From an optimization exercise on the open Yosys and OpenROAD flow, aimed at small area and a short achievable clock period; shortcuts taken in it are not production practice.
Function was not checked in any run shown here: the RTL went through the layout flow alone.
Power figures rest on the tool's default switching activity, not on a simulated workload.

===== design/flow/run.sh =====
#!/bin/bash
# synth_recipe.tcl (not shown) runs the flow's synth.tcl, then flattens the netlist and writes it again
# the make line also repeats each setting of config.mk as NAME=value (left out here)
make -C /OpenROAD-flow-scripts/flow DESIGN_CONFIG=/design/flow/config.mk WORK_HOME=/design/flow/orfs CLKGATE_MAP_FILE= SYNTH_SCRIPT=/design/flow/synth_recipe.tcl finish

===== design/flow/constraint.sdc =====
create_clock -name core_clock -period 4.0 [get_ports {clk_i}]
set_input_delay 0.8000 -clock core_clock [delete_from_list [all_inputs] [get_ports {clk_i}]]
set_output_delay 0.8000 -clock core_clock [all_outputs]
set_load 0.01 [all_outputs]

===== design/flow/config.mk =====
export PLATFORM = sky130hd
export DESIGN_NAME = perf_monitor
export DESIGN_NICKNAME = perf_monitor
export VERILOG_FILES = /design/flow/design.v
export SDC_FILE = /design/flow/constraint.sdc
export NUM_CORES = 4
export LEC_CHECK = 0
export CAP_MARGIN = 20
export CORE_MARGIN = 2
export CORE_UTILIZATION = 55
export SETUP_SLACK_MARGIN = 2.0
export SLEW_MARGIN = 20

===== design/flow/design.v =====
module perf_monitor #(
  parameter int          NCORES     = 4,
  parameter int          CNT_W      = 64,
  parameter int          FIFO_DEPTH = 16,
  parameter bit          FINI_ALL   = 1'b1,
  parameter logic [31:0] FINI_CODE  = 32'h0002_0000,
  parameter int          TIMEOUT    = 50000,
  localparam int         CW = (NCORES > 1) ? $clog2(NCORES) : 1
) (
  input  logic                 clk_i,
  input  logic                 rst_i,
  input  logic [NCORES-1:0]    exma_v_i,
  input  logic [NCORES-1:0]    stall_i,
  input  logic [NCORES-1:0]    stall_imem_i,
  input  logic [NCORES-1:0]    ctrl_tsfr_i,
  input  logic [NCORES-1:0]    br_misp_i,
  input  logic [NCORES-1:0]    dbus_wv_i,
  input  logic [32*NCORES-1:0] dbus_addr_i,
  input  logic [32*NCORES-1:0] dbus_wdata_i,
  input  logic                 rd_en_i,
  input  logic [CW-1:0]        rd_core_i,
  input  logic [1:0]           rd_ctr_i,
  input  logic                 wr_en_i,
  input  logic [CW-1:0]        wr_core_i,
  input  logic [1:0]           wr_ctr_i,
  input  logic [CNT_W-1:0]     wr_data_i,
  output logic [CNT_W-1:0]     rd_data_o,
  output logic                 rd_vld_o,
  output logic                 char_vld_o,
  output logic [7:0]           char_o,
  output logic [CW-1:0]        char_core_o,
  input  logic                 char_rdy_i,
  output logic [NCORES-1:0]    done_o,
  output logic                 fini_o,
  output logic                 timeout_o,
  output logic                 overflow_o
);
  localparam int MD = FIFO_DEPTH - 1;            
  localparam int MA = (MD > 1) ? $clog2(MD) : 1;
  localparam int MC = $clog2(MD + 1);
  localparam int EW = CW + 8;
  logic [CNT_W-1:0] mcycle;
  logic [CNT_W-1:0] minstret [NCORES];
  logic [CNT_W-1:0] br_pred  [NCORES];
  logic [CNT_W-1:0] br_misp  [NCORES];
  logic [CNT_W-1:0] wd;
  assign wd = rst_i ? '0 : wr_data_i;
  logic ld_mc;
  assign ld_mc = rst_i || (wr_en_i && wr_ctr_i == 2'd0);
  pm_ctr #(.W(CNT_W)) u_mcycle (.clk_i, .ld_i(ld_mc), .wd_i(wd), .en_i(!fini_o), .q_o(mcycle));
  for (genvar c = 0; c < NCORES; c++) begin : g_core
    logic en, ld1, ld2, ld3;
    assign en  = !fini_o && !done_o[c] && !stall_imem_i[c] && exma_v_i[c];
    assign ld1 = rst_i || (wr_en_i && wr_core_i == c && wr_ctr_i == 2'd1);
    assign ld2 = rst_i || (wr_en_i && wr_core_i == c && wr_ctr_i == 2'd2);
    assign ld3 = rst_i || (wr_en_i && wr_core_i == c && wr_ctr_i == 2'd3);
    pm_ctr #(.W(CNT_W)) u_ret  (.clk_i, .ld_i(ld1), .wd_i(wd), .en_i(en && !stall_i[c]),
                                .q_o(minstret[c]));
    pm_ctr #(.W(CNT_W)) u_pred (.clk_i, .ld_i(ld2), .wd_i(wd), .en_i(en && ctrl_tsfr_i[c]),
                                .q_o(br_pred[c]));
    pm_ctr #(.W(CNT_W)) u_misp (.clk_i, .ld_i(ld3), .wd_i(wd),
                                .en_i(en && ctrl_tsfr_i[c] && br_misp_i[c]), .q_o(br_misp[c]));
  end
  logic [CNT_W-1:0] rd_sel;
  always_comb begin
    case (rd_ctr_i)
      2'd0:    rd_sel = mcycle;
      2'd1:    rd_sel = minstret[rd_core_i];
      2'd2:    rd_sel = br_pred[rd_core_i];
      default: rd_sel = br_misp[rd_core_i];
    endcase
  end
  always_ff @(posedge clk_i) begin
    if (rst_i) begin
      rd_vld_o  <= 1'b0;
      rd_data_o <= '0;
    end else begin
      rd_vld_o <= rd_en_i;
      if (rd_en_i) rd_data_o <= rd_sel;
    end
  end
  logic [NCORES-1:0] mmio, fin_w, chr_w;
  always_comb begin
    for (int c = 0; c < NCORES; c++) begin
      mmio[c]  = dbus_wv_i[c] && dbus_addr_i[32*c+31] && !done_o[c] && !fini_o;
      fin_w[c] = mmio[c] && (dbus_wdata_i[32*c +: 32] == FINI_CODE);
      chr_w[c] = mmio[c] && !fin_w[c];
    end
  end
  always_ff @(posedge clk_i) begin
    if (rst_i) begin
      timeout_o <= 1'b0;
      fini_o    <= 1'b0;
      done_o    <= '0;
    end else begin
      if (TIMEOUT != 0 && mcycle == TIMEOUT - 1) timeout_o <= 1'b1;
      fini_o <= fini_o | (FINI_ALL ? (&done_o) : (|done_o));
      done_o <= done_o | fin_w;
    end
  end
  logic [NCORES-1:0] slot_v;
  logic [7:0]        slot_d [NCORES];
  logic [CW-1:0]     rr_ptr;
  logic              win_v;
  logic [CW-1:0]     win;
  always_comb begin
    win_v = 1'b0;
    win   = '0;
    for (int i = 0; i < NCORES; i++) begin
      if (!win_v && slot_v[(rr_ptr + i) % NCORES]) begin
        win_v = 1'b1;
        win   = CW'((rr_ptr + i) % NCORES);
      end
    end
  end
  logic [EW-1:0] head;      
  logic          hv;        
  logic [EW-1:0] mem [MD];
  logic [MA-1:0] wp, rp;
  logic [MC-1:0] mcnt;      
  logic full, pop, push, to_head, to_mem, from_mem;
  assign full     = hv && (mcnt == MC'(MD));
  assign pop      = hv && char_rdy_i;
  assign push     = win_v && (!full || pop);
  assign from_mem = pop && (mcnt != '0);
  assign to_head  = push && (!hv || (pop && mcnt == '0));
  assign to_mem   = push && !to_head;
  logic [EW-1:0] new_e;
  assign new_e = {win, slot_d[win]};
  always_ff @(posedge clk_i) begin
    if (rst_i) begin
      slot_v     <= '0;
      rr_ptr     <= '0;
      overflow_o <= 1'b0;
    end else begin
      if (push) rr_ptr <= (win == CW'(NCORES - 1)) ? '0 : win + 1'b1;
      for (int c = 0; c < NCORES; c++) begin
        if (chr_w[c] && (!slot_v[c] || (push && win == c))) slot_v[c] <= 1'b1;
        else if (push && win == c)                          slot_v[c] <= 1'b0;
        if (chr_w[c] && slot_v[c] && !(push && win == c))   overflow_o <= 1'b1;
      end
    end
  end
  always_ff @(posedge clk_i) begin
    for (int c = 0; c < NCORES; c++)
      if (!slot_v[c] || (push && win == c)) slot_d[c] <= dbus_wdata_i[32*c +: 8];
  end
  always_ff @(posedge clk_i) begin
    if (to_mem) mem[wp] <= new_e;
  end
  always_ff @(posedge clk_i) begin
    if (rst_i) begin
      hv   <= 1'b0;
      head <= '0;
      wp   <= '0;
      rp   <= '0;
      mcnt <= '0;
    end else begin
      if (from_mem)     head <= mem[rp];
      else if (to_head) head <= new_e;
      else if (pop)     head <= '0;
      if (to_head)      hv <= 1'b1;
      else if (pop && mcnt == '0) hv <= 1'b0;
      if (to_mem)   wp <= (wp == MA'(MD - 1)) ? '0 : wp + 1'b1;
      if (from_mem) rp <= (rp == MA'(MD - 1)) ? '0 : rp + 1'b1;
      if (to_mem && !from_mem)      mcnt <= mcnt + 1'b1;
      else if (from_mem && !to_mem) mcnt <= mcnt - 1'b1;
    end
  end
  assign char_vld_o = hv;
  assign {char_core_o, char_o} = head;
endmodule
module pm_ctr #(
  parameter int W = 64
) (
  input  logic         clk_i,
  input  logic         ld_i,
  input  logic [W-1:0] wd_i,
  input  logic         en_i,
  output logic [W-1:0] q_o
);
  localparam int NG = (W + 3) / 4;
  localparam int NS = (NG + 3) / 4;
  logic [4*NG-1:0]  qx;
  logic [4*NS-1:0]  g;
  logic [NS-1:0]    sg;
  logic [W-1:0]     c;
  assign qx = {{(4*NG-W){1'b1}}, q_o};
  for (genvar k = 0; k < 4*NS; k++) begin : g_grp
    if (k < NG) assign g[k] = &qx[4*k +: 4];
    else        assign g[k] = 1'b1;
  end
  for (genvar h = 0; h < NS; h++) begin : g_sgrp
    assign sg[h] = &g[4*h +: 4];
  end
  for (genvar i = 0; i < W; i++) begin : g_bit
    localparam int K = i / 4;
    localparam int H = K / 4;
    localparam logic [NS-1:0]   SM = NS'((64'd1 << H) - 1);
    localparam logic [4*NS-1:0] GM = (4*NS)'(((64'd1 << K) - 1) & ~((64'd1 << (4*H)) - 1));
    localparam logic [W-1:0]    QM = W'(((64'd1 << i) - 1) & ~((64'd1 << (4*K)) - 1));
    assign c[i] = (&(sg | ~SM)) & (&(g | ~GM)) & (&(q_o | ~QM));
  end
  always_ff @(posedge clk_i) begin
    q_o <= ld_i ? wd_i : q_o ^ (c & {W{en_i}});
  end
endmodule

==> results of run 1 <==
state kept, by name (all words and copies together), names as in the netlist, 10 cells and up, named ones only:
name,cells
rd_data_o,64
g_core.u_ret.q_o,256
slot_d,32
head,10
mem,150
g_core.u_misp.q_o,256
u_mcycle.q_o,64
g_core.u_pred.q_o,256
worst paths after layout:
check,slack [ps],start,end
setup / recovery,990,stall_i[2],g_core[2].u_ret.q_o[45]$_DFF_P_
hold / removal,480,rd_data_o[22]$_SDFFE_PP0P_,rd_data_o[22]$_SDFFE_PP0P_
setup reg to reg,1040,fini_o$_SDFF_PP0_,g_core[2].u_ret.q_o[45]$_DFF_P_
hold reg to reg,480,rd_data_o[22]$_SDFFE_PP0P_,rd_data_o[22]$_SDFFE_PP0P_
power groups by stage:
| stage | sequential (mW) | combinational, mW | clock [mW] |
|---|---|---|---|
| after floorplan | 12.4 | 1.85 | 0 |
| after CTS | 12.3 | 3.59 | 12.4 |
| after global placement | 12.5 | 2.92 | 0 |
| after global routing | 12.4 | 4.24 | 12.9 |
| after detailed placement | 12.5 | 2.97 | 0 |
| final | 12.3 | 4.13 | 12.5 |
final cells by class:
cell class                 instances  area [µm²]
tap                             1500        1877
fill                            7151       23640
timing repair buffer            1179       13460
sequential                      1119       24600
multi-input combinational       5169       43340
inverter                         189       730.7
antenna                            9       22.52
clock buffer                     180        3716
clock inverter                    57       654.4
metal layers:
| metal | up-vias | global-route usage, % | part of all wire [%] |
|---|---|---|---|
| li1 | 27577 | - | - |
| met1 | 31594 | 61.80 | 37 |
| met4 | 32 | 24.52 | 6.7 |
| met5 | - | 0 | 0.15 |
| met3 | 1134 | 15.85 | 15 |
| met2 | 4838 | 64.02 | 41 |
worst register-to-register path: cells and delay by family, from the launching register on:
family / cells / cell delay [ps]
xor+xnor: 1 / 200
flops: 1 / 420
simple gates: 4 / 1870
compound gates: 1 / 110
buf+inv: 1 / 180
logic make-up after synthesis:
family / Yosys count
buffers and inverters: 762
and+or+nand+nor: 2860
muxes: 266
DFF: 1119
xor gates and xnor gates: 681
adders and majority gates: 22
AOI/OAI and AO/OA: 1319
what timing repair did:
| action | in CTS | in global routing |
|---|---|---|
| endpoints found under the setup margin | 1299 | 1269 |
| gates resized for setup | 1359 | 709 |
| pin swaps | 539 | 550 |
| setup buffers | 408 | 189 |
| gates cloned | 59 | 14 |
| hold buffers | 0 | 0 |
| endpoints found under the hold margin | 0 | 0 |
cells in the final DEF (no fill, tap or decap), types with 107 or more instances in the layout:
master / synthesis / routed
xor2_1: 283 / 273
dfxtp_2: 0 / 115
clkbuf_16: 0 / 143
xnor2_1: 398 / 304
nor3_4: 0 / 139
nor4_4: 3 / 112
inv_1: 189 / 180
dfxtp_1: 937 / 759
mux4_2: 182 / 182
edfxtp_1: 182 / 182
nand3_1: 283 / 167
clkdlybuf4s50_1: 0 / 213
o21ai_0: 140 / 107
buf_4: 1 / 365
nand2_1: 448 / 364
a211oi_1: 703 / 530
buf_6: 2 / 401
a211oi_2: 0 / 173
nand4_1: 227 / 227
nor2_1: 1031 / 959
per-stage QoR:
stage / cells / worst slack, ps / power [mW] / hold WS, ps / instance area, µm²
5_1_grt: 9396 / 966.7 / 29.53 / 491.7 / 88380
2_1_floorplan: 7029 / 914.5 / 14.26 / 471.7 / 66950
3_3_place_gp: 8485 / 109.7 / 15.46 / 467.1 / 70550
6_report: 9402 / 987.3 / 28.99 / 482.1 / 88400
4_1_cts: 9189 / 1109 / 28.26 / 447.5 / 83180
3_5_place_dp: 8485 / 103.9 / 15.52 / 464.9 / 70560
==> summary.md, run 1 <==
| Metric | Value |
|---|---|
| Vias in the first global route | `58,641` |
| H-tree depth | `4` |
| Pwr Density | `327.9 nW/µm²` |
| Post-Synth Adder-Cell Area | `0.4566%` |
| Area grow syn2layout | `42.73%` |
| Post-synth top cells | `1,031 x nor2_1, 937 x dfxtp_1, 703 x a211oi_1, 510 x clkbuf_1, 448 x nand2_1` |
| Final #Nets | `8,170` |
| Peak VDD IR | `0.0003717 V` |
| Placeable Area | `112,000 µm²` |
| Sequential share of power | `42.6%` |
| Logic pwr share | `14.3%` |
| Req. time, crit path | `4600 ps` |
| Die ar. | `115,300 µm²` |
| CP Cell Sequence | `clkdlybuf4s50_1 -> nand4b_1 -> or4_4 -> or3_4 -> buf_12 -> nor4_4 -> xnor2_1 -> a211oi_2` |
| Hold-critical path depth | `2` |
| Sink Count | `1,119` |
| EDFF count, synth | `182` |
| CTS Buffer Depth | `3` |
| Die Width | `339.6 µm` |
| Clk root buf | `clkbuf_16` |
| Worst hold path type | `register to register` |
| Slew headroom | `10.00%` |
| Tmin final | `3013 ps` |
| Unrepaired setup endpoints after global routing | `true` |
| Ys async rst share | `0%` |
| Detailed-route DRC error count | `0` |
| Largest delay share family, worst path | `simple AND/OR/NAND/NOR gates` |
| Die height | `339.6 µm` |
| Vias/cell | `6.932` |
| Synthesized flop and latch total | `1,119` |
| Initial Util | `55.28%` |
| Crit path kind | `primary input to register` |
| Number of cells on the critical path | `8` |
| Final Util | `78.90%` |
| Crit path max fanout | `11` |
| Largest net degree at the start of global routing | `202` |
| Leading post-synthesis cells by cell area | `dfxtp_1 30%, edfxtp_1 8.8%, a211oi_1 8.5%` |
| Overall routing resource usage | `45.71%` |
| Critical-path cell with the highest stage delay | `clkdlybuf4s50_1` |
| WL/cell | `30.32 µm` |
| Endpoints failing hold | `0` |
| Post-Synth XOR/XNOR Area | `9.630%` |
| WP data arrival | `3610 ps` |
| Crit share post-route | `75.32%` |
| Switching share of power | `28.16%` |
| Leak pwr | `32.73 nW` |
| Synthesized area | `61,930 µm²` |
| Total Wirelength | `285,100 µm` |
| Mean Syn Cell Area | `8.811 µm²` |
| Status | `timing/DRC/antenna clean` |
| Peak Freq | `331.9 MHz` |
| Drt first pass iters | `9` |
| Largest family of logic cells by synthesized area | `simple AND/OR/NAND/NOR gates` |
| Initial detailed-routing violation count | `9,296` |
| Cell Int Power | `20.82 mW` |
| Ports | `440` |
| Rows | `123` |
| Max Cap Violations | `0` |
| Synthesis Warnings | `7` |
| Cell taking the most area after synthesis | `dfxtp_1` |
| Reg2Reg Depth | `7` |
| First-pass GRT wire length | `394,000 µm` |
| Post-synthesis cell count | `7,029` |
| Switch Pwr | `8.162 mW` |
| Least-Margin Pin Slew | `1350 ps` |
| Final setup fails | `0` |
| Startpoint types | `primary input` |
| Yosys cell types | `73` |
| Final ANT Viol Nets | `0` |
| Share of layout cells above drive strength 1 | `34.09%` |
| Antenna violations before repair | `27` |
| Max-slew violations | `0` |
| Overflow after GRT | `0` |
| Multiplexer share of the synthesized area | `8.020%` |
| Compound-Gate Fraction of Synth Area | `15.45%` |
| Post-synth top area share | `30.29%` |
| Setup TNS | `0 ps` |
| Top FF cell, synth | `dfxtp_1` |
| Clk latency of the worst-skew pair | `790 ps` |
| Global placer's final weighted congestion | `0.9679` |
| Worst Skew | `25.74 ps` |
| Port bufs | `315` |
| Dpl hpwl | `171,500 µm` |
| Cts bufs inserted | `133` |
| TritonCTS clock tree | `done` |
| Post-Syn Nets | `7,408` |
| Worst setup EP type | `register` |
| Critical Path Max Stage Delay | `620 ps` |
| WP buf/inv | `2` |
| Vias | `65,175` |
| Most frequent cell after synthesis | `nor2_1` |
| Sequential share of the synthesized area | `39.11%` |
| Clock slew at reported path FFs | `60 ps` |
| Clock share of power | `43.2%` |
| Synth Area in Simple Gates | `22.68%` |
==> run 2: changes to the inputs <==
--- a/design/flow/config.mk
+++ b/design/flow/config.mk
@@ -10,3 +10,3 @@
 export CORE_UTILIZATION = 55
-export SETUP_SLACK_MARGIN = 2.0
+export SETUP_SLACK_MARGIN = 1.5
 export SLEW_MARGIN = 20
==> run 2 against run 1 <==
Still clean. Sequential power about the same. Clock skew down 1.4 ps. Sequential share of layout area up 2.0 points. Register-to-register slack about the same. Sequential cell count unchanged. Clock power about the same. Final cell count down 2.8%.
==> summary.md, run 2 <==
| Metric | Value |
|---|---|
| Synthesized flop and latch total | `1,119` |
| Cell Int Power | `20.56 mW` |
| Yosys cell types | `73` |
| Cts bufs inserted | `133` |
| WL/cell | `28.82 µm` |
| Unrepaired setup endpoints after global routing | `true` |
| Req. time, crit path | `4670 ps` |
| Tmin final | `2958 ps` |
| H-tree depth | `4` |
| Final ANT Viol Nets | `0` |
| Top FF cell, synth | `dfxtp_1` |
| Max-slew violations | `0` |
| Fillers | `8,361` |
| Vias | `61,790` |
| Leading post-synthesis cells by cell area | `dfxtp_1 30%, edfxtp_1 8.8%, a211oi_1 8.5%` |
| WP buf/inv | `3` |
| Post-synth top area share | `30.29%` |
| Overall routing resource usage | `42.23%` |
| Slew headroom | `15.65%` |
| Worst Skew | `24.33 ps` |
| Clock share of power | `44.3%` |
| Clk root buf | `clkbuf_16` |
| WL met3 | `36,370 µm` |
| Endpoints failing hold | `0` |
| Max Cap Violations | `0` |
| Switch Pwr | `7.540 mW` |
| Vias in the first global route | `55,708` |
| Logic pwr share | `11.7%` |
| First-pass GRT wire length | `366,700 µm` |
| Worst hold path type | `primary input to register` |
| Sink Count | `1,119` |
| Post-Layout Inst Area | `81,700 µm²` |
| Post-synth top cells | `1,031 x nor2_1, 937 x dfxtp_1, 703 x a211oi_1, 510 x clkbuf_1, 448 x nand2_1` |
| TritonCTS clock tree | `done` |
| Switching share of power | `26.83%` |
| Drt first pass iters | `9` |
| Placeable Area | `112,000 µm²` |
| Crit path max fanout | `4` |
| Vias/cell | `6.760` |
| Commonest non-fill, non-tap cell in the layout | `nor2_1` |
| Critical-path cell with the highest stage delay | `or4_4` |
| Largest delay share family, worst path | `simple AND/OR/NAND/NOR gates` |
| Register area | `24,410 µm²` |
| Final Util | `72.93%` |
| Max Used Layer | `met5` |
| Overflow after GRT | `0` |
| Status | `timing/DRC/antenna clean` |
| Startpoint types | `register` |
| Cell area after placement | `68,610 µm²` |
| Pwr Density | `343.9 nW/µm²` |
| Mean Syn Cell Area | `8.811 µm²` |
| Synthesis Warnings | `7` |
| Final setup fails | `0` |
| Initial detailed-routing violation count | `8,164` |
| Post-synthesis cell count | `7,029` |
| Top Registers | `g_core.u_misp.q_o x256, g_core.u_pred.q_o x256, g_core.u_ret.q_o x256` |
| Antenna violations before repair | `29` |
| CP Cell Sequence | `nand4_1 -> or4_4 -> nor4_4 -> buf_6 -> or4b_4 -> buf_12 -> buf_16 -> or3_4 -> a311oi_1` |
| Die Width | `339.6 µm` |
| Least-Margin Pin Slew | `1264 ps` |
| Met1 Wirelength | `99,660 µm` |
| Sequential share of power | `44.0%` |
| Area occupied by multi-input gates | `40,670 µm²` |
| Share of layout cells above drive strength 1 | `24.51%` |
| Sequential share of the synthesized area | `39.11%` |
| Synthesized area | `61,930 µm²` |
| Global placer's final weighted congestion | `0.9820` |
| Final #Nets | `7,906` |
| DR WL met2 | `111,000 µm` |
| Total Wirelength | `263,400 µm` |
| Clock slew at reported path FFs | `60 ps` |
| Crit share post-route | `73.94%` |
| Port bufs | `315` |
| Largest net degree at the start of global routing | `166` |
| Most frequent cell after synthesis | `nor2_1` |
| Initial Util | `55.28%` |
| CTS Buffer Depth | `3` |
| Crit path kind | `register to register` |
| Clk latency of the worst-skew pair | `770 ps` |
| Dpl hpwl | `172,400 µm` |
| Ports | `440` |
| Critical Path Max Stage Delay | `520 ps` |
| Worst setup EP type | `register` |
| Cell taking the most area after synthesis | `dfxtp_1` |
| Peak Freq | `338.1 MHz` |
| Die height | `339.6 µm` |
| Area grow syn2layout | `31.92%` |
| Die ar. | `115,300 µm²` |
| Rows | `123` |
| Post-Syn Nets | `7,408` |
| Detailed-route DRC error count | `0` |
| Peak VDD IR | `0.0004135 V` |
| WP data arrival | `3620 ps` |
| Ys async rst share | `0%` |
| EDFF count, synth | `182` |
| Most frequent cells in the layout | `991 x nor2_1, 845 x dfxtp_1, 610 x a211oi_1, 404 x nand2_1, 357 x xnor2_1` |
| Leak pwr | `29.32 nW` |
-- run 2: layout make-up --
class	instances	share of cell area, %
Antenna cell	12	0.03675
Clock buffer	187	4.593
Clock inverter	49	0.7351
Inverter	189	0.8790
Multi-Input combinational cell	5168	49.78
Sequential cell	1119	29.88
Tap cell	1500	2.297
Timing Repair Buffer	916	11.80
-- run 2: repair_timing --
| action | CTS | global route |
|---|---|---|
| setup endpoints to repair | 881 | 756 |
| setup buffers | 203 | 145 |
| hold buffers | 0 | 0 |
| pin swaps | 384 | 380 |
| endpoints found under the hold margin | 0 | 0 |
| resized for setup | 633 | 557 |
| gates cloned | 21 | 20 |
-- run 2: kinds of logic (layout without fill, tap and decap cells) --
| group | Yosys count | count (layout) | share of synthesized area [%] |
|---|---|---|---|
| AOI/OAI and AO/OA | 1319 | 1320 | 15.45 |
| xor gates and xnor gates | 681 | 681 | 9.630 |
| adders and majority gates | 22 | 22 | 0.4566 |
| buffers and inverters | 762 | 1341 | 4.659 |
| DFF | 1119 | 1119 | 39.11 |
| muxes | 266 | 266 | 8.020 |
| other | 0 | 12 | 0 |
| and+or+nand+nor | 2860 | 2879 | 22.68 |
-- run 2: path summary, 6_finish.rpt --
check	from	to	slack, ps	cells past startpoint
max	g_core[0].u_ret.q_o[5]$_DFF_P_	g_core[0].u_ret.q_o[54]$_DFF_P_	1040	9
min	rst_i	wp[0]$_SDFFE_PP0N_	470	2
max reg2reg	g_core[0].u_ret.q_o[5]$_DFF_P_	g_core[0].u_ret.q_o[54]$_DFF_P_	1040	9
min reg2reg	rd_data_o[15]$_SDFFE_PP0P_	rd_data_o[15]$_SDFFE_PP0P_	470	2
-- run 2: worst reg2reg max path, delay by kind of cell, from the launching register on --
family	cells	cell delay, ps
and+or+nand+nor	5	1790
buffers and inverters	3	480
DFF	1	370
AOI/OAI and AO/OA	1	250
-- run 2: per-stage QoR --
stage,setup TNS (ps),cells,hold slack [ps],power (mW),setup WS (ps)
2_1_floorplan,0,7029,468.2,14.09,914.5
3_3_place_gp,0,8503,465.7,15.34,29.50
3_5_place_dp,-6.787,8503,465.9,15.40,-5.688
4_1_cts,0,8963,420.6,27.80,1072
5_1_grt,0,9131,486.4,28.70,993.4
6_report,0,9140,466.1,28.10,1042
-- run 2: routing by layer --
metal | vias to the layer above | GRT usage [%]
met2 | 3901 | 60.92
met1 | 30084 | 57.30
met3 | 801 | 12.35
met4 | 28 | 21.94
met5 | - | 0
li1 | 26976 | -
-- run 2: power by group through the flow --
stage          clock network, mW  logic (mW)  registers, mW
3_5_place_dp                   0        2.82           12.6
4_1_cts                     12.4        3.02           12.3
5_1_grt                     12.9        3.42           12.4
2_1_floorplan                  0        1.70           12.4
3_3_place_gp                   0        2.78           12.6
6_report                    12.4        3.29           12.4
==> run 3: changes to the inputs <==
--- a/design/flow/design.v
+++ b/design/flow/design.v
@@ -102,13 +102,26 @@
   logic [7:0]        slot_d [NCORES];
-  logic [CW-1:0]     rr_ptr;
-  logic              win_v;
-  logic [CW-1:0]     win;
-  always_comb begin
-    win_v = 1'b0;
+  logic [NCORES-1:0] rr;
+  logic [NCORES-1:0] grant;
+  always_comb begin
+    for (int c = 0; c < NCORES; c++) begin
+      logic hit, blk;
+      hit = 1'b0;
+      blk = 1'b0;
+      for (int d = 0; d < NCORES; d++) begin
+        if (rr[(c - d + NCORES) % NCORES] && !blk) hit = 1'b1;
+        blk = blk | slot_v[(c - d - 1 + NCORES) % NCORES];
+      end
+      grant[c] = slot_v[c] && hit;
+    end
+  end
+  logic          win_v;
+  logic [CW-1:0] win;
+  logic [7:0]    win_d;
+  always_comb begin
+    win_v = |slot_v;
     win   = '0;
-    for (int i = 0; i < NCORES; i++) begin
-      if (!win_v && slot_v[(rr_ptr + i) % NCORES]) begin
-        win_v = 1'b1;
-        win   = CW'((rr_ptr + i) % NCORES);
-      end
+    win_d = '0;
+    for (int c = 0; c < NCORES; c++) begin
+      if (grant[c]) win = win | CW'(c);
+      win_d = win_d | ({8{grant[c]}} & slot_d[c]);
     end
@@ -120,3 +133,4 @@
   logic [MC-1:0] mcnt;      
-  logic full, pop, push, to_head, to_mem, from_mem;
+  logic mem_e, full, pop, push, to_head, to_mem, from_mem;
+  assign mem_e    = (mcnt == '0);
   assign full     = hv && (mcnt == MC'(MD));
@@ -124,7 +138,12 @@
   assign push     = win_v && (!full || pop);
-  assign from_mem = pop && (mcnt != '0);
-  assign to_head  = push && (!hv || (pop && mcnt == '0));
-  assign to_mem   = push && !to_head;
+  assign from_mem = pop && !mem_e;
+  assign to_head  = win_v && (!hv || (char_rdy_i && mem_e));
+  assign to_mem   = push && hv && !(char_rdy_i && mem_e);
+  logic [MC-1:0] mcnt_inc, mcnt_dec;
+  assign mcnt_inc = mcnt + 1'b1;
+  assign mcnt_dec = mcnt - 1'b1;
   logic [EW-1:0] new_e;
-  assign new_e = {win, slot_d[win]};
+  assign new_e = {win, win_d};
+  logic [NCORES-1:0] drain;
+  assign drain = push ? grant : '0;
   always_ff @(posedge clk_i) begin
@@ -132,11 +151,8 @@
       slot_v     <= '0;
-      rr_ptr     <= '0;
+      rr         <= NCORES'(1);
       overflow_o <= 1'b0;
     end else begin
-      if (push) rr_ptr <= (win == CW'(NCORES - 1)) ? '0 : win + 1'b1;
-      for (int c = 0; c < NCORES; c++) begin
-        if (chr_w[c] && (!slot_v[c] || (push && win == c))) slot_v[c] <= 1'b1;
-        else if (push && win == c)                          slot_v[c] <= 1'b0;
-        if (chr_w[c] && slot_v[c] && !(push && win == c))   overflow_o <= 1'b1;
-      end
+      if (push) rr <= {grant[NCORES-2:0], grant[NCORES-1]};
+      slot_v <= chr_w | (slot_v & ~drain);
+      if (|(chr_w & slot_v & ~drain)) overflow_o <= 1'b1;
     end
@@ -145,3 +161,3 @@
     for (int c = 0; c < NCORES; c++)
-      if (!slot_v[c] || (push && win == c)) slot_d[c] <= dbus_wdata_i[32*c +: 8];
+      if (!slot_v[c] || drain[c]) slot_d[c] <= dbus_wdata_i[32*c +: 8];
   end
@@ -161,8 +177,7 @@
       else if (pop)     head <= '0;
-      if (to_head)      hv <= 1'b1;
-      else if (pop && mcnt == '0) hv <= 1'b0;
+      hv <= to_head || (hv && !(pop && mem_e));
       if (to_mem)   wp <= (wp == MA'(MD - 1)) ? '0 : wp + 1'b1;
       if (from_mem) rp <= (rp == MA'(MD - 1)) ? '0 : rp + 1'b1;
-      if (to_mem && !from_mem)      mcnt <= mcnt + 1'b1;
-      else if (from_mem && !to_mem) mcnt <= mcnt - 1'b1;
+      if (to_mem && !from_mem)      mcnt <= mcnt_inc;
+      else if (from_mem && !to_mem) mcnt <= mcnt_dec;
     end
--- a/design/flow/config.mk
+++ b/design/flow/config.mk
@@ -9,4 +9,4 @@
 export CORE_MARGIN = 2
-export CORE_UTILIZATION = 55
-export SETUP_SLACK_MARGIN = 1.5
+export CORE_UTILIZATION = 45
+export SETUP_SLACK_MARGIN = 2.0
 export SLEW_MARGIN = 20
==> run 3 against run 2 <==
Still clean on timing, DRC and antenna. First-iteration DRC count increased by 7.3%. Combinational power increased by 9.7%. Synthesized cell count decreased by 0.78%. Cell area increased by 8.2%. Sequential share of layout area decreased by 2.0 points. Sequential cell count increased by 2. Setup slack improved by 77 ps. Routed wire length increased by 9.0%. Critical path type unchanged. Critical endpoint is now g_core[0].u_pred.q_o[39]$_DFF_P_. Largest cell class unchanged.
==> summary.md, run 3 <==
| Metric | Value |
|---|---|
| Status | `timing/DRC/antenna clean` |
| Initial Util | `45.48%` |
| Critical-path cell with the highest stage delay | `or4b_4` |
| Rows | `135` |
| Initial detailed-routing violation count | `8,758` |
| Final ANT Viol Nets | `0` |
| Overall routing resource usage | `38.32%` |
| Max Cap Violations | `0` |
| WL/cell | `29.82 µm` |
| H-tree depth | `4` |
| Die height | `374.5 µm` |
| Least-Margin Pin Slew | `1236 ps` |
| Post-synth top area share | `30.44%` |
| Ys async rst share | `0%` |
| Cell Int Power | `20.88 mW` |
| Crit share post-route | `72.01%` |
| First-pass GRT wire length | `398,200 µm` |
| Worst Skew | `43.79 ps` |
| Post-synth top cells | `1,026 x nor2_1, 939 x dfxtp_1, 737 x a211oi_1, 484 x clkbuf_1, 445 x nand2_1` |
| Max-slew violations | `0` |
| Largest net degree at the start of global routing | `129` |
| Vias/cell | `6.567` |
| Peak VDD IR | `0.0003167 V` |
| Yosys cell types | `78` |
| Switch Pwr | `8.052 mW` |
| Largest delay share family, worst path | `simple AND/OR/NAND/NOR gates` |
| Die ar. | `140,200 µm²` |
| Drt first pass iters | `9` |
| Post-Syn Nets | `7,348` |
| Worst setup EP type | `register` |
| Port bufs | `315` |
| Endpoints failing hold | `0` |
| Die Width | `374.5 µm` |
| Startpoint types | `register` |
| Mean Syn Cell Area | `8.856 µm²` |
| Unrepaired setup endpoints after global routing | `true` |
| Share of layout cells above drive strength 1 | `33.35%` |
| Worst hold slack | `445.8 ps` |
| Sequential share of power | `42.4%` |
| Sequential share of the synthesized area | `39.29%` |
| Switching share of power | `27.83%` |
| Detailed-route DRC error count | `0` |
| Worst hold path type | `primary input to register` |
| Logic pwr share | `12.5%` |
| Final setup fails | `0` |
| Area occupied by multi-input gates | `42,950 µm²` |
| CTS Buffer Depth | `3` |
| Overflow after GRT | `0` |
| Register area | `24,630 µm²` |
| Setup TNS | `0 ps` |
| TritonCTS clock tree | `done` |
| Critical Path Most Common Cell | `buf_12` |
| Cts bufs inserted | `135` |
| Critical Path Max Stage Delay | `620 ps` |
| Cell taking the most area after synthesis | `dfxtp_1` |
| Vias | `63,203` |
| Area grow syn2layout | `43.16%` |
| Top Registers | `g_core.u_misp.q_o x256, g_core.u_pred.q_o x256, g_core.u_ret.q_o x256` |
| Post-synthesis cell count | `6,974` |
| Slew headroom | `17.32%` |
| Crit path kind | `register to register` |
| Req. time, crit path | `4720 ps` |
| Setup WS pre-CTS | `140.6 ps` |
| Leading post-synthesis cells by cell area | `dfxtp_1 30%, a211oi_1 9.0%, edfxtp_1 8.8%` |
| Global placer's final weighted congestion | `0.9413` |
| Synthesis Warnings | `7` |
| Vias in the first global route | `56,998` |
| Clock slew at reported path FFs | `60 ps` |
| EDFF count, synth | `182` |
| Clk root buf | `clkbuf_16` |
| Tmin final | `2880 ps` |
| Pwr Density | `327.2 nW/µm²` |
| Layout Cells excl Fill | `9,625` |
| Clk latency of the worst-skew pair | `820 ps` |
| CP Cell Sequence | `or4b_4 -> or3_4 -> buf_6 -> nor4_4 -> buf_12 -> buf_12 -> nand4_1 -> xor2_1 -> a211oi_1` |
| Clock share of power | `45.1%` |
| Crit path max fanout | `8` |
| Sink Count | `1,121` |
| Leak pwr | `32.99 nW` |
| Top FF cell, synth | `dfxtp_1` |
| Most frequent cell after synthesis | `nor2_1` |
| Total Wirelength | `287,000 µm` |
| Synthesized flop and latch total | `1,121` |
| Ports | `440` |
| Fillers | `10,638` |
| Setup ws final | `1120 ps` |
| Final #Nets | `8,104` |
| Peak Freq | `347.2 MHz` |
| Commonest non-fill, non-tap cell in the layout | `nor2_1` |
| WP buf/inv | `3` |
| Placeable Area | `135,800 µm²` |
| Synthesized area | `61,760 µm²` |
| Most frequent cells in the layout | `967 x nor2_1, 745 x dfxtp_1, 592 x a211oi_1, 392 x buf_4, 369 x nand2_1` |
| Antenna violations before repair | `17` |
| Post-CTS Hold Fix Bufs | `0` |
| Placed cell count | `8,724` |
| WP data arrival | `3600 ps` |
| Dpl hpwl | `179,500 µm` |
run 3: changes by cell type in the layout (fill, tap and decap cells not counted), sizes merged, moves of 19 or more:
cell,change
a21oi,+19
buf,+338
xor2,+57
dlygate4sd2,-39
a211oi,+35
o31ai,-21
nand4,+41
clkdlybuf4s50,-42
xnor2,-25
inv,-37
a311oi,-35
run 3: final cells by class:
class | instances | area share (%)
repair buffers | 1172 | 15.05
clock buffers | 198 | 4.376
flip-flops and latches | 1121 | 27.86
diodes | 7 | 0.01981
inverters | 158 | 0.6963
well taps | 1781 | 2.520
multi-input cells | 5142 | 48.58
clock inverters | 46 | 0.9000
run 3: routing by layer:
metal / GRT usage [%] / share of wire, % / vias up
met2: 54.12 / 41 / 3946
li1: - / - / 27283
met3: 11.46 / 14 / 819
met4: 16.99 / 5.7 / 12
met5: 0 / 0.078 / -
met1: 53.70 / 39 / 31143
run 3: path summary, 6_finish.rpt:
| path | start | cells past startpoint | slack (ps) | end |
|---|---|---|---|---|
| setup / recovery | fini_o$_SDFF_PP0_ | 9 | 1120 | g_core[0].u_pred.q_o[39]$_DFF_P_ |
| hold / removal | rst_i | 2 | 450 | rd_data_o[39]$_SDFFE_PP0P_ |
| setup reg to reg | fini_o$_SDFF_PP0_ | 9 | 1120 | g_core[0].u_pred.q_o[39]$_DFF_P_ |
| hold reg to reg | rd_data_o[15]$_SDFFE_PP0P_ | 2 | 480 | rd_data_o[15]$_SDFFE_PP0P_ |
run 3: through the flow:
stage | total power, mW | util, % | area [µm²]
finish | 28.93 | 65.10 | 88410
global route | 29.59 | 65.09 | 88400
CTS | 28.50 | 61.49 | 83500
detailed placement | 15.22 | 51.98 | 70590
global placement | 15.18 | 51.98 | 70590
floorplan | 13.98 | - | 66090
run 3: timing repair:
| action | 4_1_cts | 5_1_grt |
|---|---|---|
| setup endpoints to repair | 1289 | 1196 |
| buffers inserted | 397 | 201 |
| resized for setup | 1420 | 622 |
| pin swaps | 614 | 460 |
| cloned | 36 | 16 |
run 3: logic make-up after synthesis:
group / synth area share (%)
AND/OR/NAND/NOR: 22.38
flip-flops: 39.29
adder cells (fa/ha/maj): 0.3566
buffers and inverters: 4.457
XOR/XNOR: 10.11
AO/OA/AOI/OAI: 15.07
multiplexers: 8.337
run 3: worst register-to-register path: stages, from the launching register on:
cell and delay [ps]:
dfxtp_4 370, or4b_4 620, or3_4 500, buf_6 180, nor4_4 190, buf_12 190, buf_12 160, nand4_1 190
xor2_1 190, a211oi_1 210
run 3: power by group through the flow:
stage	sequential (mW)	combinational, mW	clock [mW]
finish	12.3	3.61	13.0
global route	12.3	3.74	13.5
CTS	12.2	3.17	13.1
detailed placement	12.5	2.73	0
global placement	12.5	2.70	0
floorplan	12.3	1.64	0
==> run 4: changes to the inputs <==
==> design/flow/flow/run.sh (new file) <==
#!/bin/bash
# Standard layout, with slow wide OR/AND/NOR cells added to the don't-use list
# (synthesis and repair then build the logic from faster cells).
set -euo pipefail
DU="$(cat flow/dont_use.txt)"
bash standard.sh "DONT_USE_CELLS=$DU" finish > flow_make.log 2>&1
==> design/flow/flow/dont_use.txt (new file) <==
 sky130_fd_sc_hd__probe_p_8 sky130_fd_sc_hd__probec_p_8 sky130_fd_sc_hd__lpflow_bleeder_1 sky130_fd_sc_hd__lpflow_clkbufkapwr_1 sky130_fd_sc_hd__lpflow_clkbufkapwr_16 sky130_fd_sc_hd__lpflow_clkbufkapwr_2 sky130_fd_sc_hd__lpflow_clkbufkapwr_4 sky130_fd_sc_hd__lpflow_clkbufkapwr_8 sky130_fd_sc_hd__lpflow_clkinvkapwr_1 sky130_fd_sc_hd__lpflow_clkinvkapwr_16 sky130_fd_sc_hd__lpflow_clkinvkapwr_2 sky130_fd_sc_hd__lpflow_clkinvkapwr_4 sky130_fd_sc_hd__lpflow_clkinvkapwr_8 sky130_fd_sc_hd__lpflow_decapkapwr_12 sky130_fd_sc_hd__lpflow_decapkapwr_3 sky130_fd_sc_hd__lpflow_decapkapwr_4 sky130_fd_sc_hd__lpflow_decapkapwr_6 sky130_fd_sc_hd__lpflow_decapkapwr_8 sky130_fd_sc_hd__lpflow_inputiso0n_1 sky130_fd_sc_hd__lpflow_inputiso0p_1 sky130_fd_sc_hd__lpflow_inputiso1n_1 sky130_fd_sc_hd__lpflow_inputiso1p_1 sky130_fd_sc_hd__lpflow_inputisolatch_1 sky130_fd_sc_hd__lpflow_isobufsrc_1 sky130_fd_sc_hd__lpflow_isobufsrc_16 sky130_fd_sc_hd__lpflow_isobufsrc_2 sky130_fd_sc_hd__lpflow_isobufsrc_4 sky130_fd_sc_hd__lpflow_isobufsrc_8 sky130_fd_sc_hd__lpflow_isobufsrckapwr_16 sky130_fd_sc_hd__lpflow_lsbuf_lh_hl_isowell_tap_1 sky130_fd_sc_hd__lpflow_lsbuf_lh_hl_isowell_tap_2 sky130_fd_sc_hd__lpflow_lsbuf_lh_hl_isowell_tap_4 sky130_fd_sc_hd__lpflow_lsbuf_lh_isowell_4 sky130_fd_sc_hd__lpflow_lsbuf_lh_isowell_tap_1 sky130_fd_sc_hd__lpflow_lsbuf_lh_isowell_tap_2 sky130_fd_sc_hd__lpflow_lsbuf_lh_isowell_tap_4 sky130_fd_sc_hd__or4_1 sky130_fd_sc_hd__or4_2 sky130_fd_sc_hd__or4_4 sky130_fd_sc_hd__or4b_1 sky130_fd_sc_hd__or4b_2 sky130_fd_sc_hd__or4b_4 sky130_fd_sc_hd__or4bb_1 sky130_fd_sc_hd__or4bb_2 sky130_fd_sc_hd__or4bb_4 sky130_fd_sc_hd__or3_1 sky130_fd_sc_hd__or3_2 sky130_fd_sc_hd__or3_4 sky130_fd_sc_hd__or3b_1 sky130_fd_sc_hd__or3b_2 sky130_fd_sc_hd__or3b_4 sky130_fd_sc_hd__and4_1 sky130_fd_sc_hd__and4_2 sky130_fd_sc_hd__and4_4 sky130_fd_sc_hd__and4b_1 sky130_fd_sc_hd__and4b_2 sky130_fd_sc_hd__and4b_4 sky130_fd_sc_hd__and4bb_1 sky130_fd_sc_hd__and4bb_2 sky130_fd_sc_hd__and4bb_4 sky130_fd_sc_hd__nor4_1 sky130_fd_sc_hd__nor4_2 sky130_fd_sc_hd__nor4_4 sky130_fd_sc_hd__nor4b_1 sky130_fd_sc_hd__nor4b_2 sky130_fd_sc_hd__nor4b_4 sky130_fd_sc_hd__nor4bb_1 sky130_fd_sc_hd__nor4bb_2 sky130_fd_sc_hd__nor4bb_4
==> design/flow/standard.sh (new file) <==
#!/bin/bash
# synth_recipe.tcl (not shown) runs the flow's synth.tcl, then flattens the netlist and writes it again
# the make line also repeats each setting of config.mk as NAME=value (left out here)
make -C /OpenROAD-flow-scripts/flow DESIGN_CONFIG=/design/flow/config.mk WORK_HOME=/design/flow/orfs CLKGATE_MAP_FILE= SYNTH_SCRIPT=/design/flow/synth_recipe.tcl "${@:-finish}"
removed: design/flow/run.sh
==> run 4 against run 3 <==
Still clean. Setup slack better by 480 ps. Die area up 5.5%. Routed wire length down 4.1%. Register-to-register slack gained 480 ps. Global-route usage fell by 3.0 points. Critical path depth stayed put. Largest power group unchanged.
==> summary.md, run 4 <==
| Metric | Value |
|---|---|
| Commonest non-fill, non-tap cell in the layout | `nor2_1` |
| Cell Int Power | `20.72 mW` |
| Switching share of power | `27.78%` |
| Largest family of logic cells by synthesized area | `simple AND/OR/NAND/NOR gates` |
| Worst reg2reg path startpoint | `g_core[0].u_ret.q_o[8]$_DFF_P_` |
| Max Cap Violations | `0` |
| Dpl hpwl | `178,800 µm` |
| Peak Freq | `416.0 MHz` |
| Ports | `440` |
| Register area | `24,570 µm²` |
| CTS Buffer Depth | `3` |
| Crit share post-route | `60.09%` |
| Synthesized flop and latch total | `1,121` |
| Grt met1 use | `50.67%` |
| Sequential share of power | `42.8%` |
| Post-Layout Inst Area | `88,020 µm²` |
| Top FF cell, synth | `dfxtp_1` |
| Startpoint types | `register` |
| Setup TNS | `0 ps` |
| Worst Skew | `31.23 ps` |
| Initial detailed-routing violation count | `8,193` |
| Leading post-synthesis cells by cell area | `dfxtp_1 29%, edfxtp_1 8.4%, a211oi_1 7.9%` |
| Placed cell count | `9,365` |
| Layout Cells excl Fill | `10,134` |
| Hold EP | `g_core[0].u_pred.q_o[59]$_DFF_P_` |
| Logic pwr share | `12.3%` |
| Pwr Density | `326.0 nW/µm²` |
| Clock share of power | `44.8%` |
| Cell taking the most area after synthesis | `dfxtp_1` |
| Area occupied by multi-input gates | `44,110 µm²` |
| Worst R2R End | `g_core[0].u_ret.q_o[42]$_DFF_P_` |
| Slew headroom | `13.28%` |
| Post-synth top area share | `28.84%` |
| Placeable Area | `143,700 µm²` |
| Post-synthesis cell count | `7,570` |
| Fillers | `11,935` |
| TritonCTS clock tree | `done` |
| Yosys cell types | `81` |
| EDFF count, synth | `182` |
| Multiplexer share of the synthesized area | `8.051%` |
| Mean Syn Cell Area | `8.612 µm²` |
| Vias/cell | `6.422` |
| Largest net degree at the start of global routing | `170` |
| R2R Setup Slk | `1600 ps` |
| Final setup fails | `0` |
| Final #Nets | `8,486` |
| Most frequent cells in the layout | `1,090 x nor2_1, 755 x dfxtp_1, 577 x a211oi_1, 438 x nand2_1, 398 x nand4_1` |
| Final ANT Viol Nets | `0` |
| Met3 Use GR | `9.486%` |
| Ys async rst share | `0%` |
| Overflow after GRT | `0` |
| Leak pwr | `32.18 nW` |
| Port bufs | `315` |
| WP data arrival | `3120 ps` |
| Overall routing resource usage | `35.30%` |
| Global placer's final weighted congestion | `0.9949` |
| Drt first pass iters | `25` |
| Critical Path Max Stage Delay | `580 ps` |
| Rows | `139` |
| Critical Path Most Common Cell | `buf_6` |
| Sink Count | `1,121` |
| Crit path kind | `register to register` |
| Compound-Gate Fraction of Synth Area | `15.06%` |
| Vias in the first global route | `58,925` |
| H-tree depth | `4` |
| Post-CTS Hold Fix Bufs | `0` |
| Max-slew violations | `0` |
| Critical-path cell with the highest stage delay | `dfxtp_1` |
| Setup WS pre-CTS | `500.2 ps` |
| WL/cell | `27.16 µm` |
| Switch Pwr | `7.973 mW` |
| Sequential share of the synthesized area | `37.22%` |
| Post-Synth Adder-Cell Area | `0.3378%` |
| Post-Syn Nets | `7,944` |
| Least-Margin Pin Slew | `1297 ps` |
| Cts bufs inserted | `136` |
| Post-Synth XOR/XNOR Area | `8.746%` |
| Detailed-route DRC error count | `0` |
| Unrepaired setup endpoints after global routing | `true` |
| Post-synth top cells | `1,191 x nor2_1, 939 x dfxtp_1, 686 x a211oi_1, 487 x nand2_1, 475 x clkbuf_1` |
| Overall Power | `28.70 mW` |
| Hold-critical path depth | `2` |
| Endpoints failing hold | `0` |
| Min-delay src | `rst_i` |
| Top Registers | `g_core.u_misp.q_o x256, g_core.u_pred.q_o x256, g_core.u_ret.q_o x256` |
| First-pass GRT wire length | `391,700 µm` |
| Share of layout cells above drive strength 1 | `28.41%` |
| Status | `timing/DRC/antenna clean` |
| Tmin final | `2404 ps` |
| Synthesis Warnings | `7` |
| Synth Area in Simple Gates | `25.74%` |
| GRT busiest layer | `met1` |
| CP Cell Sequence | `nand4_1 -> nor3_1 -> and3_4 -> buf_6 -> buf_6 -> buf_16 -> nand3_4 -> xnor2_2 -> a211oi_2` |
| Met2 usage in global routing | `49.42%` |
| Most frequent cell after synthesis | `nor2_1` |
| Synthesized area | `65,190 µm²` |
| Clk latency of the worst-skew pair | `820 ps` |
| Antenna violations before repair | `18` |
| Cell area after placement | `72,570 µm²` |
| Peak VDD IR | `0.0003952 V` |
| Vias | `65,081` |
| Area grow syn2layout | `35.02%` |
| Req. time, crit path | `4720 ps` |
| Worst setup EP type | `register` |
| Die height | `384.6 µm` |
| Die ar. | `147,900 µm²` |
| Die Width | `384.6 µm` |
| Worst hold path type | `primary input to register` |
| Initial Util | `45.38%` |
| Reg2Reg Depth | `9` |
| Clk root buf | `clkbuf_16` |
| Total Wirelength | `275,200 µm` |
| Clock slew at reported path FFs | `60 ps` |
| Crit path max fanout | `6` |
| Setup ws final | `1596 ps` |
==> run 4: cell types whose count changed after synthesis, moves of 49 or more <==
cell	previous run	this run
a211oi_1	737	686
and2_1	36	93
and3_1	98	218
and4_1	56	0
buf_2	10	64
inv_1	158	212
nand4_1	267	398
nor2_1	1026	1191
nor3_1	202	342
nor3_2	1	50
nor4_1	176	0
or3_1	83	0
xor2_1	340	276
==> run 4: final cells by class <==
class,instances,share of cell area [%]
clock buffer,202,4.526
antenna,13,0.03696
multi-input combinational,5650,50.11
tap,1903,2.705
clock inverter,42,0.6865
sequential,1121,27.92
inverter,213,0.9253
timing repair buffer,990,13.09
==> run 4: logic make-up (layout without fill, tap and decap cells) <==
kind of cell               count (synthesis)  in the layout
AOI/OAI and AO/OA                       1338           1338
xor gates and xnor gates                 651            651
adders and majority gates                 17             17
buffers and inverters                    806           1447
DFF                                     1121           1121
muxes                                    292            292
other                                      0             13
and+or+nand+nor                         3345           3352
==> run 4: metal layers <==
metal	up-vias	wire length, µm
li1	28880	-
met2	3708	114000
met3	660	32970
met5	-	52
met1	31825	114400
met4	8	13810
==> run 4: timing repair <==
action / CTS / global route
gates resized for setup: 1129 / 593
pin swaps: 340 / 460
setup buffers: 304 / 145
endpoints found under the setup margin: 1271 / 1102
gates cloned: 43 / 20
==> run 4: power by group through the flow <==
stage / Sequential (mW) / Combinational, mW / Clock (mW)
global placement: 12.5 / 2.78 / 0
global route: 12.3 / 3.71 / 13.4
floorplan: 12.3 / 1.72 / 0
finish: 12.3 / 3.54 / 12.9
CTS: 12.3 / 3.21 / 12.9
detailed placement: 12.5 / 2.83 / 0
==> run 4: through the flow <==
stage | utilization (%) | hold slack [ps]
6_report | 61.27 | 375.9
5_1_grt | 61.26 | 377.2
4_1_cts | 58.25 | 351.6
3_5_place_dp | 50.52 | 462.6
3_3_place_gp | 50.53 | 465.0
2_1_floorplan | - | 448.1
==> run 4: how the worst max path moves through the flow <==
stage                                         from  slack [ps]                         endpoint  cells past startpoint
finish              g_core[0].u_ret.q_o[8]$_DFF_P_        1600  g_core[0].u_ret.q_o[42]$_DFF_P_                      9
global route        g_core[0].u_ret.q_o[8]$_DFF_P_        1500  g_core[0].u_ret.q_o[42]$_DFF_P_                      9
CTS                              fini_o$_SDFF_PP0_        1740  g_core[0].u_ret.q_o[41]$_DFF_P_                      9
detailed placement                      stall_i[2]         500  g_core[2].u_ret.q_o[60]$_DFF_P_                      7
global placement                        stall_i[2]         510  g_core[2].u_ret.q_o[60]$_DFF_P_                      7
floorplan                               char_rdy_i        1380             mcnt[3]$_SDFFE_PP0P_                     13
==> run 4: critical path: cells and delay by family, from the launching register on <==
family                 cells  cell delay (ps)
buffers and inverters      3              380
AO/OA/AOI/OAI              1              240
flip-flops                 1              580
XOR/XNOR                   1              160
AND/OR/NAND/NOR            4              950
==> run 5: changes to the inputs <==
--- a/design/flow/design.v
+++ b/design/flow/design.v
@@ -49,6 +49,6 @@
   assign ld_mc = rst_i || (wr_en_i && wr_ctr_i == 2'd0);
-  pm_ctr #(.W(CNT_W)) u_mcycle (.clk_i, .ld_i(ld_mc), .wd_i(wd), .en_i(!fini_o), .q_o(mcycle));
+  pm_ctr #(.W(CNT_W)) u_mcycle (.clk_i, .ld_i(ld_mc), .wd_i(wd), .en_i(fini_n), .q_o(mcycle));
   for (genvar c = 0; c < NCORES; c++) begin : g_core
     logic en, ld1, ld2, ld3;
-    assign en  = !fini_o && !done_o[c] && !stall_imem_i[c] && exma_v_i[c];
+    assign en  = fini_n && done_n[c] && !stall_imem_i[c] && exma_v_i[c];
     assign ld1 = rst_i || (wr_en_i && wr_core_i == c && wr_ctr_i == 2'd1);
@@ -84,3 +84,3 @@
     for (int c = 0; c < NCORES; c++) begin
-      mmio[c]  = dbus_wv_i[c] && dbus_addr_i[32*c+31] && !done_o[c] && !fini_o;
+      mmio[c]  = dbus_wv_i[c] && dbus_addr_i[32*c+31] && done_n[c] && fini_n;
       fin_w[c] = mmio[c] && (dbus_wdata_i[32*c +: 32] == FINI_CODE);
@@ -89,2 +89,8 @@
   end
+  logic              fini_n;
+  logic [NCORES-1:0] done_n;
+  logic              fini_nx;
+  logic [NCORES-1:0] done_nx;
+  assign fini_nx = !fini_n | (FINI_ALL ? (&(~done_n)) : (|(~done_n)));
+  assign done_nx = ~done_n | fin_w;
   always_ff @(posedge clk_i) begin
@@ -94,6 +100,10 @@
       done_o    <= '0;
+      fini_n    <= 1'b1;
+      done_n    <= '1;
     end else begin
       if (TIMEOUT != 0 && mcycle == TIMEOUT - 1) timeout_o <= 1'b1;
-      fini_o <= fini_o | (FINI_ALL ? (&done_o) : (|done_o));
-      done_o <= done_o | fin_w;
+      fini_o <= fini_nx;
+      done_o <= done_nx;
+      fini_n <= !fini_nx;
+      done_n <= ~done_nx;
     end
@@ -184,3 +194,6 @@
   end
-  assign char_vld_o = hv;
+  always_ff @(posedge clk_i) begin
+    if (rst_i) char_vld_o <= 1'b0;
+    else       char_vld_o <= to_head || (hv && !(pop && mem_e));
+  end
   assign {char_core_o, char_o} = head;
@@ -188,3 +201,4 @@
 module pm_ctr #(
-  parameter int W = 64
+  parameter int W  = 64,
+  parameter int SW = 16
 ) (
@@ -196,26 +210,34 @@
 );
-  localparam int NG = (W + 3) / 4;
-  localparam int NS = (NG + 3) / 4;
-  logic [4*NG-1:0]  qx;
-  logic [4*NS-1:0]  g;
-  logic [NS-1:0]    sg;
-  logic [W-1:0]     c;
-  assign qx = {{(4*NG-W){1'b1}}, q_o};
-  for (genvar k = 0; k < 4*NS; k++) begin : g_grp
-    if (k < NG) assign g[k] = &qx[4*k +: 4];
-    else        assign g[k] = 1'b1;
-  end
-  for (genvar h = 0; h < NS; h++) begin : g_sgrp
-    assign sg[h] = &g[4*h +: 4];
-  end
-  for (genvar i = 0; i < W; i++) begin : g_bit
-    localparam int K = i / 4;
-    localparam int H = K / 4;
-    localparam logic [NS-1:0]   SM = NS'((64'd1 << H) - 1);
-    localparam logic [4*NS-1:0] GM = (4*NS)'(((64'd1 << K) - 1) & ~((64'd1 << (4*H)) - 1));
-    localparam logic [W-1:0]    QM = W'(((64'd1 << i) - 1) & ~((64'd1 << (4*K)) - 1));
-    assign c[i] = (&(sg | ~SM)) & (&(g | ~GM)) & (&(q_o | ~QM));
-  end
-  always_ff @(posedge clk_i) begin
-    q_o <= ld_i ? wd_i : q_o ^ (c & {W{en_i}});
+  localparam int NS = W / SW;
+  logic [NS-1:0] ones;      
+  logic [NS-1:0] se;        
+  logic [W-1:0]  c;         
+  always_comb begin
+    se[0] = en_i;
+    for (int s = 1; s < NS; s++) se[s] = se[s-1] & ones[s-1];
+  end
+  for (genvar s = 0; s < NS; s++) begin : g_seg
+    logic [SW-1:0] qs;
+    logic [SW/4-1:0] g4;
+    assign qs = q_o[SW*s +: SW];
+    for (genvar k = 0; k < SW/4; k++) begin : g_g4
+      assign g4[k] = &qs[4*k +: 4];
+    end
+    for (genvar i = 0; i < SW; i++) begin : g_bit
+      localparam int K = i / 4;
+      localparam logic [SW/4-1:0] GM = (SW/4)'((64'd1 << K) - 1);
+      localparam logic [SW-1:0]   QM = SW'(((64'd1 << i) - 1) & ~((64'd1 << (4*K)) - 1));
+      assign c[SW*s + i] = se[s] & (&(g4 | ~GM)) & (&(qs | ~QM));
+    end
+    if (s < NS - 1) begin : g_ones
+      always_ff @(posedge clk_i) begin
+        if (ld_i)       ones[s] <= &wd_i[SW*s +: SW];
+        else if (se[s]) ones[s] <= (qs == {{(SW-1){1'b1}}, 1'b0});
+      end
+    end else begin : g_last
+      assign ones[s] = 1'b0;
+    end
+  end
+  always_ff @(posedge clk_i) begin
+    q_o <= ld_i ? wd_i : q_o ^ c;
   end
==> design/flow/flow/run.sh (replaced) <==
#!/bin/bash
# Standard layout with these changes:
#  - slow wide OR/AND/NOR cells and the adder cells are on the don't-use list,
#    so synthesis (and repair) build the logic from faster cells;
#  - ports are buffered with buf_2 cells;
#  - clock tree: larger sink clusters and no dummy loads (fewer clock buffers).
set -euo pipefail
DU="$(cat flow/dont_use.txt)"
bash standard.sh "DONT_USE_CELLS=$DU" \
  "BUFFER_PORTS_ARGS=-buffer_cell sky130_fd_sc_hd__buf_2" \
  "CTS_ARGS=-sink_clustering_enable -repair_clock_nets -dont_use_dummy_load -sink_clustering_size 24 -sink_clustering_max_diameter 100" \
  finish > flow_make.log 2>&1
==> design/flow/flow/dont_use.txt (replaced) <==
 sky130_fd_sc_hd__probe_p_8 sky130_fd_sc_hd__probec_p_8 sky130_fd_sc_hd__lpflow_bleeder_1 sky130_fd_sc_hd__lpflow_clkbufkapwr_1 sky130_fd_sc_hd__lpflow_clkbufkapwr_16 sky130_fd_sc_hd__lpflow_clkbufkapwr_2 sky130_fd_sc_hd__lpflow_clkbufkapwr_4 sky130_fd_sc_hd__lpflow_clkbufkapwr_8 sky130_fd_sc_hd__lpflow_clkinvkapwr_1 sky130_fd_sc_hd__lpflow_clkinvkapwr_16 sky130_fd_sc_hd__lpflow_clkinvkapwr_2 sky130_fd_sc_hd__lpflow_clkinvkapwr_4 sky130_fd_sc_hd__lpflow_clkinvkapwr_8 sky130_fd_sc_hd__lpflow_decapkapwr_12 sky130_fd_sc_hd__lpflow_decapkapwr_3 sky130_fd_sc_hd__lpflow_decapkapwr_4 sky130_fd_sc_hd__lpflow_decapkapwr_6 sky130_fd_sc_hd__lpflow_decapkapwr_8 sky130_fd_sc_hd__lpflow_inputiso0n_1 sky130_fd_sc_hd__lpflow_inputiso0p_1 sky130_fd_sc_hd__lpflow_inputiso1n_1 sky130_fd_sc_hd__lpflow_inputiso1p_1 sky130_fd_sc_hd__lpflow_inputisolatch_1 sky130_fd_sc_hd__lpflow_isobufsrc_1 sky130_fd_sc_hd__lpflow_isobufsrc_16 sky130_fd_sc_hd__lpflow_isobufsrc_2 sky130_fd_sc_hd__lpflow_isobufsrc_4 sky130_fd_sc_hd__lpflow_isobufsrc_8 sky130_fd_sc_hd__lpflow_isobufsrckapwr_16 sky130_fd_sc_hd__lpflow_lsbuf_lh_hl_isowell_tap_1 sky130_fd_sc_hd__lpflow_lsbuf_lh_hl_isowell_tap_2 sky130_fd_sc_hd__lpflow_lsbuf_lh_hl_isowell_tap_4 sky130_fd_sc_hd__lpflow_lsbuf_lh_isowell_4 sky130_fd_sc_hd__lpflow_lsbuf_lh_isowell_tap_1 sky130_fd_sc_hd__lpflow_lsbuf_lh_isowell_tap_2 sky130_fd_sc_hd__lpflow_lsbuf_lh_isowell_tap_4 sky130_fd_sc_hd__or4_1 sky130_fd_sc_hd__or4_2 sky130_fd_sc_hd__or4_4 sky130_fd_sc_hd__or4b_1 sky130_fd_sc_hd__or4b_2 sky130_fd_sc_hd__or4b_4 sky130_fd_sc_hd__or4bb_1 sky130_fd_sc_hd__or4bb_2 sky130_fd_sc_hd__or4bb_4 sky130_fd_sc_hd__or3_1 sky130_fd_sc_hd__or3_2 sky130_fd_sc_hd__or3_4 sky130_fd_sc_hd__or3b_1 sky130_fd_sc_hd__or3b_2 sky130_fd_sc_hd__or3b_4 sky130_fd_sc_hd__and4_1 sky130_fd_sc_hd__and4_2 sky130_fd_sc_hd__and4_4 sky130_fd_sc_hd__and4b_1 sky130_fd_sc_hd__and4b_2 sky130_fd_sc_hd__and4b_4 sky130_fd_sc_hd__and4bb_1 sky130_fd_sc_hd__and4bb_2 sky130_fd_sc_hd__and4bb_4 sky130_fd_sc_hd__nor4_1 sky130_fd_sc_hd__nor4_2 sky130_fd_sc_hd__nor4_4 sky130_fd_sc_hd__nor4b_1 sky130_fd_sc_hd__nor4b_2 sky130_fd_sc_hd__nor4b_4 sky130_fd_sc_hd__nor4bb_1 sky130_fd_sc_hd__nor4bb_2 sky130_fd_sc_hd__nor4bb_4 sky130_fd_sc_hd__ha_1 sky130_fd_sc_hd__ha_2 sky130_fd_sc_hd__ha_4 sky130_fd_sc_hd__fa_1 sky130_fd_sc_hd__fa_2 sky130_fd_sc_hd__fa_4 sky130_fd_sc_hd__fah_1 sky130_fd_sc_hd__fahcin_1 sky130_fd_sc_hd__fahcon_1 sky130_fd_sc_hd__maj3_1 sky130_fd_sc_hd__maj3_2 sky130_fd_sc_hd__maj3_4
--- a/design/flow/config.mk
+++ b/design/flow/config.mk
@@ -10,3 +10,4 @@
 export CORE_UTILIZATION = 45
-export SETUP_SLACK_MARGIN = 2.0
+export SETUP_SLACK_MARGIN = 1.6
 export SLEW_MARGIN = 20
+export TNS_END_PERCENT = 5
==> run 5 against run 4 <==
Global-route usage shrank 5.9 points. Count of clock-buffer cells in the layout decreased by 146. Sequential power increased by 3%. Sequential share of layout area rose by 9.3 points. Combinational power down 34%. First-iteration DRC count shrank 34%. Critical path depth down 2. Still clean. Critical endpoint is now g_core[3].u_pred.ones[2]$_DFFE_PP_. Non-clock buffer count down 479. Synthesized cell count is 6.6% lower. Total power decreased by 25%. Routed wire length shrank 21%. Core utilization is 12 points lower.
==> summary.md, run 5 <==
| Metric | Value |
|---|---|
| Rows | `137` |
| Vias/cell | `5.972` |
| Final setup fails | `0` |
| WP data arrival | `3160 ps` |
| Vias | `53,577` |
| Synthesized flop and latch total | `1,165` |
| First-pass GRT wire length | `321,900 µm` |
| WL/cell | `24.11 µm` |
| Status | `timing/DRC/antenna clean` |
| Hold EP | `slot_d[1][4]$_DFFE_PN_` |
| Cell taking the most area after synthesis | `dfxtp_1` |
| Dpl hpwl | `151,900 µm` |
| Hold-critical path depth | `1` |
| Synthesis Warnings | `8` |
| Leading post-synthesis cells by cell area | `dfxtp_1 30%, edfxtp_1 10%, a211oi_1 9.9%` |
| Critical-path cell with the highest stage delay | `nor3_1` |
| Sink Count | `1,165` |
| Min-delay src | `dbus_wdata_i[36]` |
| H-tree depth | `2` |
| Top Registers | `g_core.u_misp.q_o x256, g_core.u_pred.q_o x256, g_core.u_ret.q_o x256` |
| Cts bufs inserted | `56` |
| Die Width | `379.0 µm` |
| CTS Buffer Depth | `3` |
| Share of layout cells above drive strength 1 | `12.75%` |
| Post-Syn Nets | `7,429` |
| CP Cell Sequence | `buf_8 -> nor3b_1 -> nand3_1 -> nor3_1 -> nand4_1 -> buf_4 -> o21ai_0` |
| Detailed-route DRC error count | `0` |
| Die ar. | `143,600 µm²` |
| Clk latency of the worst-skew pair | `720 ps` |
| Vias in the first global route | `49,541` |
| Post-synth top cells | `1,371 x nor2_1, 944 x dfxtp_1, 837 x a211oi_1, 518 x xnor2_1, 447 x clkbuf_1` |
| Die height | `379.0 µm` |
| Post-synth top area share | `29.87%` |
| Crit path kind | `primary input to register` |
| Tmin final | `2677 ps` |
| Most frequent cells in the layout | `1,368 x nor2_1, 934 x dfxtp_1, 837 x a211oi_1, 518 x xnor2_1, 385 x nand2_1` |
| Pwr Density | `312.6 nW/µm²` |
| Unrepaired setup endpoints after global routing | `true` |
| Placeable Area | `139,500 µm²` |
| Worst hold path type | `primary input to register` |
| Worst Skew | `61.67 ps` |
| Worst setup EP type | `register` |
| EDFF count, synth | `221` |
| Most frequent cell after synthesis | `nor2_1` |
| Largest net degree at the start of global routing | `178` |
| Port bufs | `315` |
| Max Cap Violations | `0` |
| Final Util | `49.26%` |
| Slew headroom | `26.79%` |
| Yosys cell types | `62` |
| Drt first pass iters | `6` |
| Final #Nets | `7,449` |
| Overall routing resource usage | `29.44%` |
| Critical Path Max Stage Delay | `880 ps` |
| Synthesized area | `63,280 µm²` |
| Final ANT Viol Nets | `0` |
| Initial Util | `45.35%` |
| Crit share post-route | `66.92%` |
| Worst reg2reg path startpoint | `u_mcycle.q_o[9]$_DFF_P_` |
| Mean Syn Cell Area | `8.948 µm²` |
| Clk root buf | `clkbuf_16` |
| Leak pwr | `22.64 nW` |
| Endpoints failing hold | `0` |
| Antenna violations before repair | `15` |
| Sequential share of the synthesized area | `40.35%` |
| Clock slew at reported path FFs | `100 ps` |
| Reg2Reg Depth | `6` |
| Startpoint types | `primary input` |
| Commonest non-fill, non-tap cell in the layout | `nor2_1` |
| Crit path max fanout | `40` |
| Setup TNS | `0 ps` |
[run 5: cell count changes after synthesis, sizes merged, moves of 49 or more]
cell    before   now
nand2      487   395
xnor2      375   518
nor2      1194  1371
a211oi     686   837
a221oi      52     2
nor3       402   164
and2        94    45
nand4      405   254
[run 5: worst max-delay path: cells and delay by family]
| family | cells | cell delay, ps |
|---|---|---|
| simple gates | 4 | 1430 |
| buf+inv | 2 | 460 |
| compound gates | 1 | 410 |
[run 5: worst max-delay path by stage]
stage                              start                            endpoint  slack [ps]  cells past startpoint
finish                             rst_i  g_core[3].u_pred.ones[2]$_DFFE_PP_        1320                      7
global route           fini_n$_SDFF_PP1_      g_core[1].u_ret.q_o[6]$_DFF_P_        1350                      7
CTS                 slot_v[0]$_SDFF_PP0_                 mem[6][4]$_DFFE_PP_        1440                      7
detailed placement       stall_imem_i[0]    g_core[0].u_misp.q_o[46]$_DFF_P_         620                      8
global placement         stall_imem_i[0]    g_core[0].u_misp.q_o[46]$_DFF_P_         610                      8
floorplan                   rd_core_i[0]           rd_data_o[3]$_SDFFE_PP0P_        1400                      7
[run 5: per-stage QoR]
stage / area [µm²] / hold WS [ps] / instances / setup WS (ps)
finish: 68730 / 279.3 / 8972 / 1323
global route: 68720 / 263.3 / 8968 / 1349
CTS: 68510 / 242.2 / 8953 / 1438
detailed placement: 66860 / 466.8 / 8887 / 621.2
global placement: 66850 / 461.4 / 8886 / 613.7
floorplan: 63320 / 469.6 / 7072 / 1396
[run 5: final cells by class]
class                   instances  area [µm²]
fillers                     13215       70800
multi-input cells            5185       35270
flip-flops and latches       1165       25560
repair buffers                511        3492
well taps                    1876        2347
clock buffers                  56        1401
inverters                     173       649.4
diodes                          6       15.01
[run 5: power breakdown]
group	total (mW)	leakage, nW	switching, mW	internal (mW)
clock network	6.46	0.690	3.96	2.50
registers	12.7	9.78	0.392	12.3
logic	2.35	12.2	1.52	0.828
[run 5: logic make-up after synthesis]
group,synth area share (%)
buffers and inverters,4.445
flip-flops,40.35
AND/OR/NAND/NOR,20.87
AO/OA/AOI/OAI,13.39
XOR/XNOR,11.42
multiplexers,9.519
[run 5: what timing repair did]
item / 4_1_cts / 5_1_grt
pin swaps: 8 / 7
setup endpoints to repair: 844 / 463
resized for setup: 27 / 23
cloned: 0 / 1
buffers inserted: 10 / 12
hold buffers: 0 / 0
[run 5: metal layers]
| metal | routed length [µm] | vias to the layer above | track usage [%] |
|---|---|---|---|
| li1 | - | 25163 | - |
| met1 | 90500 | 25913 | 39.90 |
| met2 | 97940 | 2057 | 46.27 |
| met3 | 16130 | 436 | 3.960 |
| met4 | 11680 | 8 | 14.31 |
| met5 | 52 | - | 0 |
